This is an optimization exercise on Yosys and OpenROAD, whose aim is small area, a short achievable clock period and few clock cycles per item, not a production implementation.
RTL that was checked went through simulation tests only; none was proved equivalent to the original.

// tpu_top
module tpu_top (
    input  logic               clk,
    input  logic               rst_n,
    input  logic               start_valid,
    input  logic               host_we,
    input  tpu_pkg::bank_sel_t host_bank,
    input  tpu_pkg::addr_t     host_addr,
    input  tpu_pkg::word_t     host_wdata,
    output logic               start_ready,
    output logic               busy,
    output logic               done,
    output tpu_pkg::word_t     host_rdata
);
    logic [7:0]  bank_a [16];
    logic [7:0]  bank_b [16];
    logic [15:0] bank_c [16];
    logic [3:0]  fidx;
    logic [3:0]  step;
    logic        calc;
    logic        done_r;
    always_ff @(posedge clk or negedge rst_n) begin
        if (!rst_n) begin
            busy   <= 1'b0;
            calc   <= 1'b0;
            done_r <= 1'b0;
            step   <= '0;
            fidx   <= '0;
        end else begin
            done_r <= wr_row && (wr_idx == 2'd3);
            if (!busy) begin
                if (start_valid) begin
                    busy <= 1'b1;
                    calc <= 1'b1;
                    fidx <= 4'd1;
                end
            end else begin
                if (calc) step <= step + 4'd1;
                if (fidx != 4'd0) fidx <= fidx + 4'd1;
                if (calc && step == 4'd15) calc <= 1'b0;
                if (done_r) busy <= 1'b0;
            end
        end
    end
    assign start_ready = ~busy;
    assign done        = done_r;
    logic host_wr;
    assign host_wr = host_we && !busy;
    logic [7:0]  fa_a;
    logic [3:0]  op_neg, op_one, op_two;
    logic [7:0]  op_b [4];
    logic [1:0]  fk;
    assign fk = fidx[1:0];
    assign fa_a = (host_wr && host_bank == tpu_pkg::BANK_A && host_addr == 4'd0) ?
                  host_wdata[7:0] : bank_a[fidx];
    always_ff @(posedge clk) begin
        for (int r = 0; r < 4; r++) begin
            logic hi, mid, lo;
            hi  = fa_a[2*r+1];
            mid = fa_a[2*r];
  ...
Size: ~4500 cells after synthesis, about 630 flip-flops, about 45 I/O pins, about 37000 µm² of cells after synthesis.
==> flow/config.mk <==
export PLATFORM = sky130hd
export DESIGN_NAME = tpu_top
export DESIGN_NICKNAME = tpu_top
export VERILOG_FILES = /design/flow/design.v
export SDC_FILE = /design/flow/constraint.sdc
export NUM_CORES = 4
export LEC_CHECK = 0
export ABC_AREA = 1
export CAP_MARGIN = 20
export CORE_MARGIN = 2
export CORE_UTILIZATION = 50
export CTS_BUF_LIST = sky130_fd_sc_hd__clkbuf_16
export CTS_CLUSTER_DIAMETER = 120
export CTS_CLUSTER_SIZE = 22
export SETUP_SLACK_MARGIN = 3.0
export SLEW_MARGIN = 20
export TNS_END_PERCENT = 0
==> flow/constraint.sdc <==
create_clock -name core_clock -period 7.5 [get_ports {clk}]
set_input_delay 1.5000 -clock core_clock [delete_from_list [all_inputs] [get_ports {clk}]]
set_output_delay 1.5000 -clock core_clock [all_outputs]
set_load 0.01 [all_outputs]
standard.sh (not shown) runs the stock make flow with config.mk's settings and CLKGATE_MAP_FILE= SYNTH_SCRIPT=/design/flow/synth_recipe.tcl, a recipe that flattens the netlist after the stock synthesis.
==> flow/flow/run.sh <==
#!/bin/bash
# The standard layout (the standard.sh, synthesis included, unchanged),
# except that the port buffers are buf_4 cells: the default pick is a slow
# delay cell that repair_timing cannot swap out (footprint matching), and it
# sits on the host_addr -> host_rdata read path. Make's full output goes to
# flow_make.log here; each ORFS step also keeps its own log under orfs/logs.
set -euo pipefail
bash standard.sh BUFFER_PORTS_ARGS="-buffer_cell sky130_fd_sc_hd__buf_4" finish > flow_make.log 2>&1
The starting point completed without violations.
==> next run, changes <==
--- a/flow/design.v
+++ b/flow/design.v
@@ -109,36 +109,15 @@
     assign fs[23] = acc[13] ^ pp3[7] ^ hc[8];
     assign fc[23] = (acc[13] & pp3[7]) | (acc[13] & hc[8]) | (pp3[7] & hc[8]);
     assign hs[11] = acc[14] ^ pp3[8];
     assign hc[11] = acc[14] & pp3[8];
     logic [15:0] row_a, row_b;
     assign row_a = {acc[15], fc[23], fc[22], fc[21], fc[20], fc[19], fc[18], fc[17], fc[16], fc[15], fc[14], fc[13], fc[12], hc[10], hc[9], pp0[0]};
     assign row_b = {hc[11], hs[11], fs[23], fs[22], fs[21], fs[20], fs[19], fs[18], fs[17], fs[16], fs[15], fs[14], fs[13], fs[12], hs[10], hs[9]};
-    logic [15:0] g0, p0, gc;
-    assign g0 = row_a & row_b;
-    assign p0 = row_a ^ row_b;
-    always_comb begin
-        logic [15:0] g, p;
-        g = g0;
-        p = p0;
-        for (int d = 1; d < 16; d = d * 2) begin
-            for (int i = 2*d - 1; i < 16; i += 2*d) begin
-                g[i] = g[i] | (p[i] & g[i-d]);
-                p[i] = p[i] & p[i-d];
-            end
-        end
-        for (int d = 4; d >= 1; d = d / 2) begin
-            for (int i = 3*d - 1; i < 16; i += 2*d) begin
-                g[i] = g[i] | (p[i] & g[i-d]);
-                p[i] = p[i] & p[i-d];
-            end
-        end
-        gc = g;
-    end
-    assign sum = p0 ^ {gc[14:0], 1'b0};
+    assign sum = row_a + row_b;
 endmodule
 `timescale 1ns/10ps
 module tpu_top (
     input  logic               clk,
     input  logic               rst_n,
     input  logic               start_valid,
     input  logic               host_we,
@@ -161,15 +140,15 @@
         if (!rst_n) begin
             busy   <= 1'b0;
             calc   <= 1'b0;
             done_r <= 1'b0;
             step   <= '0;
             fidx   <= '0;
         end else begin
-            done_r <= wr_row && (wr_idx == 2'd3);
+            done_r <= calc && (step == 4'd15);
             if (!busy) begin
                 if (start_valid) begin
                     busy <= 1'b1;
                     calc <= 1'b1;
                     fidx <= 4'd1;
                 end
             end else begin
@@ -206,53 +185,37 @@
                 op_b[j] <= host_wdata[7:0];
             else
                 op_b[j] <= bank_b[{fk, 2'(j)}];
         end
     end
     logic [15:0] acc [4];
     logic [15:0] sum [4];
-    logic        first, last;
-    logic [15:0] acc_in [4];
-    assign first = (step[1:0] == 2'd0);
-    assign last  = (step[1:0] == 2'd3);
+    logic        last;
+    assign last = (step[1:0] == 2'd3);
     localparam logic [15:0] ACC_INIT = 16'hAC00;
     for (genvar j = 0; j < 4; j++) begin : g_mac
         mac_pe mac_inst (
             .neg (op_neg),
             .one (op_one),
             .two (op_two),
             .b   (op_b[j]),
-            .acc (acc_in[j]),
+            .acc (acc[j]),
             .sum (sum[j])
         );
     end
-    always_comb begin
-        for (int j = 0; j < 4; j++) acc_in[j] = first ? ACC_INIT : acc[j];
-    end
     always_ff @(posedge clk) begin
-        for (int j = 0; j < 4; j++) acc[j] <= sum[j];
-    end
-    logic       wr_row;
-    logic [1:0] wr_idx;
-    always_ff @(posedge clk or negedge rst_n) begin
-        if (!rst_n) begin
-            wr_row <= 1'b0;
-            wr_idx <= '0;
-        end else begin
-            wr_row <= calc && last;
-            wr_idx <= step[3:2];
-        end
+        for (int j = 0; j < 4; j++) acc[j] <= (calc && !last) ? sum[j] : ACC_INIT;
     end
     logic [15:0] c_wdata [4];
     logic [15:0] c_we;
     always_comb begin
-        for (int j = 0; j < 4; j++) c_wdata[j] = busy ? acc[j] : host_wdata;
+        for (int j = 0; j < 4; j++) c_wdata[j] = busy ? sum[j] : host_wdata;
         for (int w = 0; w < 16; w++) begin
             c_we[w] = (host_wr && host_bank == tpu_pkg::BANK_RESULT && host_addr == 4'(w)) ||
-                      (wr_row && wr_idx == 2'(w / 4));
+                      (calc && last && step[3:2] == 2'(w / 4));
         end
     end
     always_ff @(posedge clk or negedge rst_n) begin
         if (!rst_n) begin
             for (int w = 0; w < 16; w++) begin
                 bank_a[w] <= '0;
                 bank_b[w] <= '0;
=> Synthesized cell count went up by 12%. Hold slack is better by 0.052 ns. Setup slack gets better by 0.078 ns. First-iteration DRC count rises by 24%. Global-route usage is higher by 2.4 points. Sequential share of layout area drops by 1.3 points.
Testbench counts after the change, summed over its fixed seeds: cycles 20,480, items 320.
No functional check of the RTL was part of the first run of this note.

* * *

== run A ==
The RTL this note starts from:
==> flow/design.v <==
package tpu_pkg;
    typedef logic [3:0]  addr_t;
    typedef logic [15:0] word_t;
    typedef enum logic [1:0] {BANK_A, BANK_B, BANK_RESULT, BANK_NONE} bank_sel_t;
endpackage
`timescale 1ns/10ps
module mac_pe (
    input  logic [3:0]  neg,
    input  logic [3:0]  one,
    input  logic [3:0]  two,
    input  logic [7:0]  b,
    input  logic [15:0] acc,
    output logic [15:0] sum
);
    logic [8:0] bx;
    assign bx = {b[7], b};
    logic [8:0] pp0;
    logic [8:0] pp1;
    logic [8:0] pp2;
    logic [8:0] pp3;
    always_comb begin
        for (int t = 0; t < 9; t++) begin
            pp0[t] = ((one[0] & bx[t]) | (two[0] & ((t == 0) ? 1'b0 : bx[t-1]))) ^ neg[0];
        end
        pp0[8] = ~pp0[8];
        for (int t = 0; t < 9; t++) begin
            pp1[t] = ((one[1] & bx[t]) | (two[1] & ((t == 0) ? 1'b0 : bx[t-1]))) ^ neg[1];
        end
        pp1[8] = ~pp1[8];
        for (int t = 0; t < 9; t++) begin
            pp2[t] = ((one[2] & bx[t]) | (two[2] & ((t == 0) ? 1'b0 : bx[t-1]))) ^ neg[2];
        end
        pp2[8] = ~pp2[8];
        for (int t = 0; t < 9; t++) begin
            pp3[t] = ((one[3] & bx[t]) | (two[3] & ((t == 0) ? 1'b0 : bx[t-1]))) ^ neg[3];
        end
        pp3[8] = ~pp3[8];
    end
    logic [23:0] fs, fc;
    logic [11:0] hs, hc;
    assign hs[0] = acc[4] ^ neg[2];
    assign hc[0] = acc[4] & neg[2];
    assign hs[1] = acc[5] ^ pp0[5];
    assign hc[1] = acc[5] & pp0[5];
    assign fs[0] = acc[6] ^ neg[3] ^ pp0[6];
    assign fc[0] = (acc[6] & neg[3]) | (acc[6] & pp0[6]) | (neg[3] & pp0[6]);
    assign hs[2] = pp1[4] ^ pp2[2];
    assign hc[2] = pp1[4] & pp2[2];
    assign fs[1] = acc[7] ^ pp0[7] ^ pp1[5];
    assign fc[1] = (acc[7] & pp0[7]) | (acc[7] & pp1[5]) | (pp0[7] & pp1[5]);
    assign hs[3] = pp2[3] ^ pp3[1];
    assign hc[3] = pp2[3] & pp3[1];
    assign fs[2] = acc[8] ^ pp0[8] ^ pp1[6];
    assign fc[2] = (acc[8] & pp0[8]) | (acc[8] & pp1[6]) | (pp0[8] & pp1[6]);
    assign hs[4] = pp2[4] ^ pp3[2];
    assign hc[4] = pp2[4] & pp3[2];
    assign fs[3] = acc[9] ^ pp1[7] ^ pp2[5];
    assign fc[3] = (acc[9] & pp1[7]) | (acc[9] & pp2[5]) | (pp1[7] & pp2[5]);
    assign hs[5] = acc[10] ^ pp1[8];
    assign hc[5] = acc[10] & pp1[8];
    assign hs[6] = acc[2] ^ neg[1];
    assign hc[6] = acc[2] & neg[1];
    assign hs[7] = acc[3] ^ pp0[3];
    assign hc[7] = acc[3] & pp0[3];
    assign fs[4] = hs[0] ^ pp0[4] ^ pp1[2];
    assign fc[4] = (hs[0] & pp0[4]) | (hs[0] & pp1[2]) | (pp0[4] & pp1[2]);
    assign fs[5] = hc[0] ^ pp1[3] ^ pp2[1];
    assign fc[5] = (hc[0] & pp1[3]) | (hc[0] & pp2[1]) | (pp1[3] & pp2[1]);
    assign fs[6] = pp3[0] ^ hc[1] ^ hs[2];
    assign fc[6] = (pp3[0] & hc[1]) | (pp3[0] & hs[2]) | (hc[1] & hs[2]);
    assign fs[7] = hc[2] ^ hs[3] ^ fc[0];
    assign fc[7] = (hc[2] & hs[3]) | (hc[2] & fc[0]) | (hs[3] & fc[0]);
    assign fs[8] = hc[3] ^ hs[4] ^ fc[1];
    assign fc[8] = (hc[3] & hs[4]) | (hc[3] & fc[1]) | (hs[4] & fc[1]);
    assign fs[9] = pp3[3] ^ hc[4] ^ fc[2];
    assign fc[9] = (pp3[3] & hc[4]) | (pp3[3] & fc[2]) | (hc[4] & fc[2]);
    assign fs[10] = pp2[6] ^ pp3[4] ^ hs[5];
    assign fc[10] = (pp2[6] & pp3[4]) | (pp2[6] & hs[5]) | (pp3[4] & hs[5]);
    assign fs[11] = acc[11] ^ pp2[7] ^ pp3[5];
    assign fc[11] = (acc[11] & pp2[7]) | (acc[11] & pp3[5]) | (pp2[7] & pp3[5]);
    assign hs[8] = acc[12] ^ pp2[8];
    assign hc[8] = acc[12] & pp2[8];
    assign hs[9] = acc[0] ^ neg[0];
    assign hc[9] = acc[0] & neg[0];
    assign hs[10] = acc[1] ^ pp0[1];
    assign hc[10] = acc[1] & pp0[1];
    assign fs[12] = hs[6] ^ pp0[2] ^ pp1[0];
    assign fc[12] = (hs[6] & pp0[2]) | (hs[6] & pp1[0]) | (pp0[2] & pp1[0]);
    assign fs[13] = hc[6] ^ pp1[1] ^ hs[7];
    assign fc[13] = (hc[6] & pp1[1]) | (hc[6] & hs[7]) | (pp1[1] & hs[7]);
    assign fs[14] = pp2[0] ^ hc[7] ^ fs[4];
    assign fc[14] = (pp2[0] & hc[7]) | (pp2[0] & fs[4]) | (hc[7] & fs[4]);
    assign fs[15] = hs[1] ^ fc[4] ^ fs[5];
    assign fc[15] = (hs[1] & fc[4]) | (hs[1] & fs[5]) | (fc[4] & fs[5]);
    assign fs[16] = fc[5] ^ fs[0] ^ fs[6];
    assign fc[16] = (fc[5] & fs[0]) | (fc[5] & fs[6]) | (fs[0] & fs[6]);
    assign fs[17] = fs[1] ^ fc[6] ^ fs[7];
    assign fc[17] = (fs[1] & fc[6]) | (fs[1] & fs[7]) | (fc[6] & fs[7]);
    assign fs[18] = fs[2] ^ fc[7] ^ fs[8];
    assign fc[18] = (fs[2] & fc[7]) | (fs[2] & fs[8]) | (fc[7] & fs[8]);
    assign fs[19] = fs[3] ^ fc[8] ^ fs[9];
    assign fc[19] = (fs[3] & fc[8]) | (fs[3] & fs[9]) | (fc[8] & fs[9]);
    assign fs[20] = fc[3] ^ fs[10] ^ fc[9];
    assign fc[20] = (fc[3] & fs[10]) | (fc[3] & fc[9]) | (fs[10] & fc[9]);
    assign fs[21] = hc[5] ^ fs[11] ^ fc[10];
    assign fc[21] = (hc[5] & fs[11]) | (hc[5] & fc[10]) | (fs[11] & fc[10]);
    assign fs[22] = pp3[6] ^ hs[8] ^ fc[11];
    assign fc[22] = (pp3[6] & hs[8]) | (pp3[6] & fc[11]) | (hs[8] & fc[11]);
    assign fs[23] = acc[13] ^ pp3[7] ^ hc[8];
    assign fc[23] = (acc[13] & pp3[7]) | (acc[13] & hc[8]) | (pp3[7] & hc[8]);
    assign hs[11] = acc[14] ^ pp3[8];
    assign hc[11] = acc[14] & pp3[8];
    logic [15:0] row_a, row_b;
    assign row_a = {acc[15], fc[23], fc[22], fc[21], fc[20], fc[19], fc[18], fc[17], fc[16], fc[15], fc[14], fc[13], fc[12], hc[10], hc[9], pp0[0]};
    assign row_b = {hc[11], hs[11], fs[23], fs[22], fs[21], fs[20], fs[19], fs[18], fs[17], fs[16], fs[15], fs[14], fs[13], fs[12], hs[10], hs[9]};
    assign sum = row_a + row_b;
endmodule
`timescale 1ns/10ps
module tpu_top (
    input  logic               clk,
    input  logic               rst_n,
    input  logic               start_valid,
    input  logic               host_we,
    input  tpu_pkg::bank_sel_t host_bank,
    input  tpu_pkg::addr_t     host_addr,
    input  tpu_pkg::word_t     host_wdata,
    output logic               start_ready,
    output logic               busy,
    output logic               done,
    output tpu_pkg::word_t     host_rdata
);
    logic [7:0]  bank_a [16];
    logic [7:0]  bank_b [16];
    logic [15:0] bank_c [16];
    logic [3:0]  fidx;
    logic [3:0]  step;
    logic        calc;
    logic        done_r;
    always_ff @(posedge clk or negedge rst_n) begin
        if (!rst_n) begin
            busy   <= 1'b0;
            calc   <= 1'b0;
            done_r <= 1'b0;
            step   <= '0;
            fidx   <= '0;
        end else begin
            done_r <= calc && (step == 4'd15);
            if (!busy) begin
                if (start_valid) begin
                    busy <= 1'b1;
                    calc <= 1'b1;
                    fidx <= 4'd1;
                end
            end else begin
                if (calc) step <= step + 4'd1;
                if (fidx != 4'd0) fidx <= fidx + 4'd1;
                if (calc && step == 4'd15) calc <= 1'b0;
                if (done_r) busy <= 1'b0;
            end
        end
    end
    assign start_ready = ~busy;
    assign done        = done_r;
    logic host_wr;
    assign host_wr = host_we && !busy;
    logic [7:0]  fa_a;
    logic [3:0]  op_neg, op_one, op_two;
    logic [7:0]  op_b [4];
    logic [1:0]  fk;
    assign fk = fidx[1:0];
    assign fa_a = (host_wr && host_bank == tpu_pkg::BANK_A && host_addr == 4'd0) ?
                  host_wdata[7:0] : bank_a[fidx];
    always_ff @(posedge clk) begin
        for (int r = 0; r < 4; r++) begin
            logic hi, mid, lo;
            hi  = fa_a[2*r+1];
            mid = fa_a[2*r];
            lo  = (r == 0) ? 1'b0 : fa_a[2*r-1];
            op_neg[r] <= hi;
            op_one[r] <= mid ^ lo;
            op_two[r] <= (hi & ~mid & ~lo) | (~hi & mid & lo);
        end
        for (int j = 0; j < 4; j++) begin
            if (host_wr && host_bank == tpu_pkg::BANK_B && host_addr == 4'(j))
                op_b[j] <= host_wdata[7:0];
            else
                op_b[j] <= bank_b[{fk, 2'(j)}];
        end
    end
    logic [15:0] acc [4];
    logic [15:0] sum [4];
    logic        last;
    assign last = (step[1:0] == 2'd3);
    localparam logic [15:0] ACC_INIT = 16'hAC00;
    for (genvar j = 0; j < 4; j++) begin : g_mac
        mac_pe mac_inst (
            .neg (op_neg),
            .one (op_one),
            .two (op_two),
            .b   (op_b[j]),
            .acc (acc[j]),
            .sum (sum[j])
        );
    end
    always_ff @(posedge clk) begin
        for (int j = 0; j < 4; j++) acc[j] <= (calc && !last) ? sum[j] : ACC_INIT;
    end
    always_ff @(posedge clk or negedge rst_n) begin
        if (!rst_n) begin
            for (int w = 0; w < 16; w++) begin
                bank_a[w] <= '0;
                bank_b[w] <= '0;
                bank_c[w] <= '0;
            end
        end else begin
            for (int w = 0; w < 16; w++) begin
                if (host_wr && host_bank == tpu_pkg::BANK_A && host_addr == 4'(w))
                    bank_a[w] <= host_wdata[7:0];
                if (host_wr && host_bank == tpu_pkg::BANK_B && host_addr == 4'(w))
                    bank_b[w] <= host_wdata[7:0];
                if (host_wr && host_bank == tpu_pkg::BANK_RESULT && host_addr == 4'(w))
                    bank_c[w] <= host_wdata;
                else if (calc && last && step[3:2] == 2'(w / 4))
                    bank_c[w] <= sum[w % 4];
            end
        end
    end
    always_comb begin
        case (host_bank)
            tpu_pkg::BANK_A:      host_rdata = {{8{bank_a[host_addr][7]}}, bank_a[host_addr]};
            tpu_pkg::BANK_B:      host_rdata = {{8{bank_b[host_addr][7]}}, bank_b[host_addr]};
            tpu_pkg::BANK_RESULT: host_rdata = bank_c[host_addr];
            default:              host_rdata = '0;
        endcase
    end
endmodule
clock: 7.5 ns
lec_check: 0
abc_area: 1
cap_margin: 20
core_margin: 2
core_utilization: 50
cts_buf_list: sky130_fd_sc_hd__clkbuf_16
cts_cluster_diameter: 120
cts_cluster_size: 22
setup_slack_margin: 3.0
slew_margin: 20
tns_end_percent: 0
Scripts as last shown in full above: flow/flow/run.sh
Edits applied to the flow inputs when going from run A to run B:
--- a/flow/design.v
+++ b/flow/design.v
@@ -205,12 +205,20 @@
     always_ff @(posedge clk) begin
         for (int j = 0; j < 4; j++) acc[j] <= (calc && !last) ? sum[j] : ACC_INIT;
     end
+    logic [15:0] c_wdata [4];
+    logic [15:0] c_we;
+    always_comb begin
+        for (int j = 0; j < 4; j++) c_wdata[j] = busy ? sum[j] : host_wdata;
+        for (int w = 0; w < 16; w++) begin
+            c_we[w] = (host_wr && host_bank == tpu_pkg::BANK_RESULT && host_addr == 4'(w)) ||
+                      (calc && last && step[3:2] == 2'(w / 4));
+        end
+    end
     always_ff @(posedge clk or negedge rst_n) begin
         if (!rst_n) begin
             for (int w = 0; w < 16; w++) begin
                 bank_a[w] <= '0;
                 bank_b[w] <= '0;
-                bank_c[w] <= '0;
             end
         end else begin
             for (int w = 0; w < 16; w++) begin
@@ -218,12 +226,25 @@
                     bank_a[w] <= host_wdata[7:0];
                 if (host_wr && host_bank == tpu_pkg::BANK_B && host_addr == 4'(w))
                     bank_b[w] <= host_wdata[7:0];
-                if (host_wr && host_bank == tpu_pkg::BANK_RESULT && host_addr == 4'(w))
-                    bank_c[w] <= host_wdata;
-                else if (calc && last && step[3:2] == 2'(w / 4))
-                    bank_c[w] <= sum[w % 4];
             end
         end
+    end
+    logic [15:0] c_val;
+    logic [15:0] c_data [16];
+    always_ff @(posedge clk or negedge rst_n) begin
+        if (!rst_n) begin
+            c_val <= '0;
+        end else begin
+            c_val <= c_val | c_we;
+        end
+    end
+    always_ff @(posedge clk) begin
+        for (int w = 0; w < 16; w++) begin
+            if (c_we[w]) c_data[w] <= c_wdata[w % 4];
+        end
+    end
+    always_comb begin
+        for (int w = 0; w < 16; w++) bank_c[w] = c_val[w] ? c_data[w] : 16'd0;
     end
     always_comb begin
         case (host_bank)
## What came out
Summary of run B over run A: final period demand of the worst path moved down.
Higher area share of buffers outside the clock network goes to run B over run A.
For run A, the highest metal layer with signal wires was met5, unlike run B, where it was met4.
sky130_fd_sc_hd__nand3_2 as the cell with the largest stage delay on the worst path was reported by run A, and sky130_fd_sc_hd__o21bai_2 by run B.
Going from run A to run B, xor and xnor area share after synthesis grows by 0.21 points.
Run B finished every stage and its layout cleared the timing, design-rule and antenna checks.
Area enclosed by the die boundary: run B better than run A
Testbench counts of run B, summed over its fixed seeds: cycles 20,480, items 320.
Only the layout flow was run in run A; the RTL was not checked for function there.

-- re-timing with driven ports --
No port has a modelled driver above. Below, the same layouts with a new extraction and two added sets of constraints. Step 1 assumes that a clkbuf_16 drives the clock port and a buf_2 every other input. Step 2 also shifts input and output timing later by t, the mid clock arrival at the registers, as if the neighbouring blocks saw the same clock. a / b / c = no drivers / after step 1 / after step 2; a / b = the first two.
| run | t, ns | setup slack, ns | clock arrival spread, ns | worst slew at a driven data input, ns | pins driven straight from the clock port |
|---|---|---|---|---|---|
| the first run of note 1 | 0.658 | 2.702 / 2.615 / 2.615 | 0.033 / 0.034 | 0.08 | 1 |
| the second run of note 1 | 0.668 | 2.781 / 2.699 / 2.699 | 0.040 / 0.039 | 0.08 | 1 |
| run A | 0.674 | 2.647 / 2.590 / 2.590 | 0.043 / 0.044 | 0.07 | 1 |
| run B | 0.676 | 2.742 / 2.670 / 2.670 | 0.035 / 0.035 | 0.10 | 1 |
After both steps every run listed still meets setup and hold. The setup slack of the first run of note 1, which loses most, moves by -0.087 ns with the drivers and by -0.087 ns with both steps.
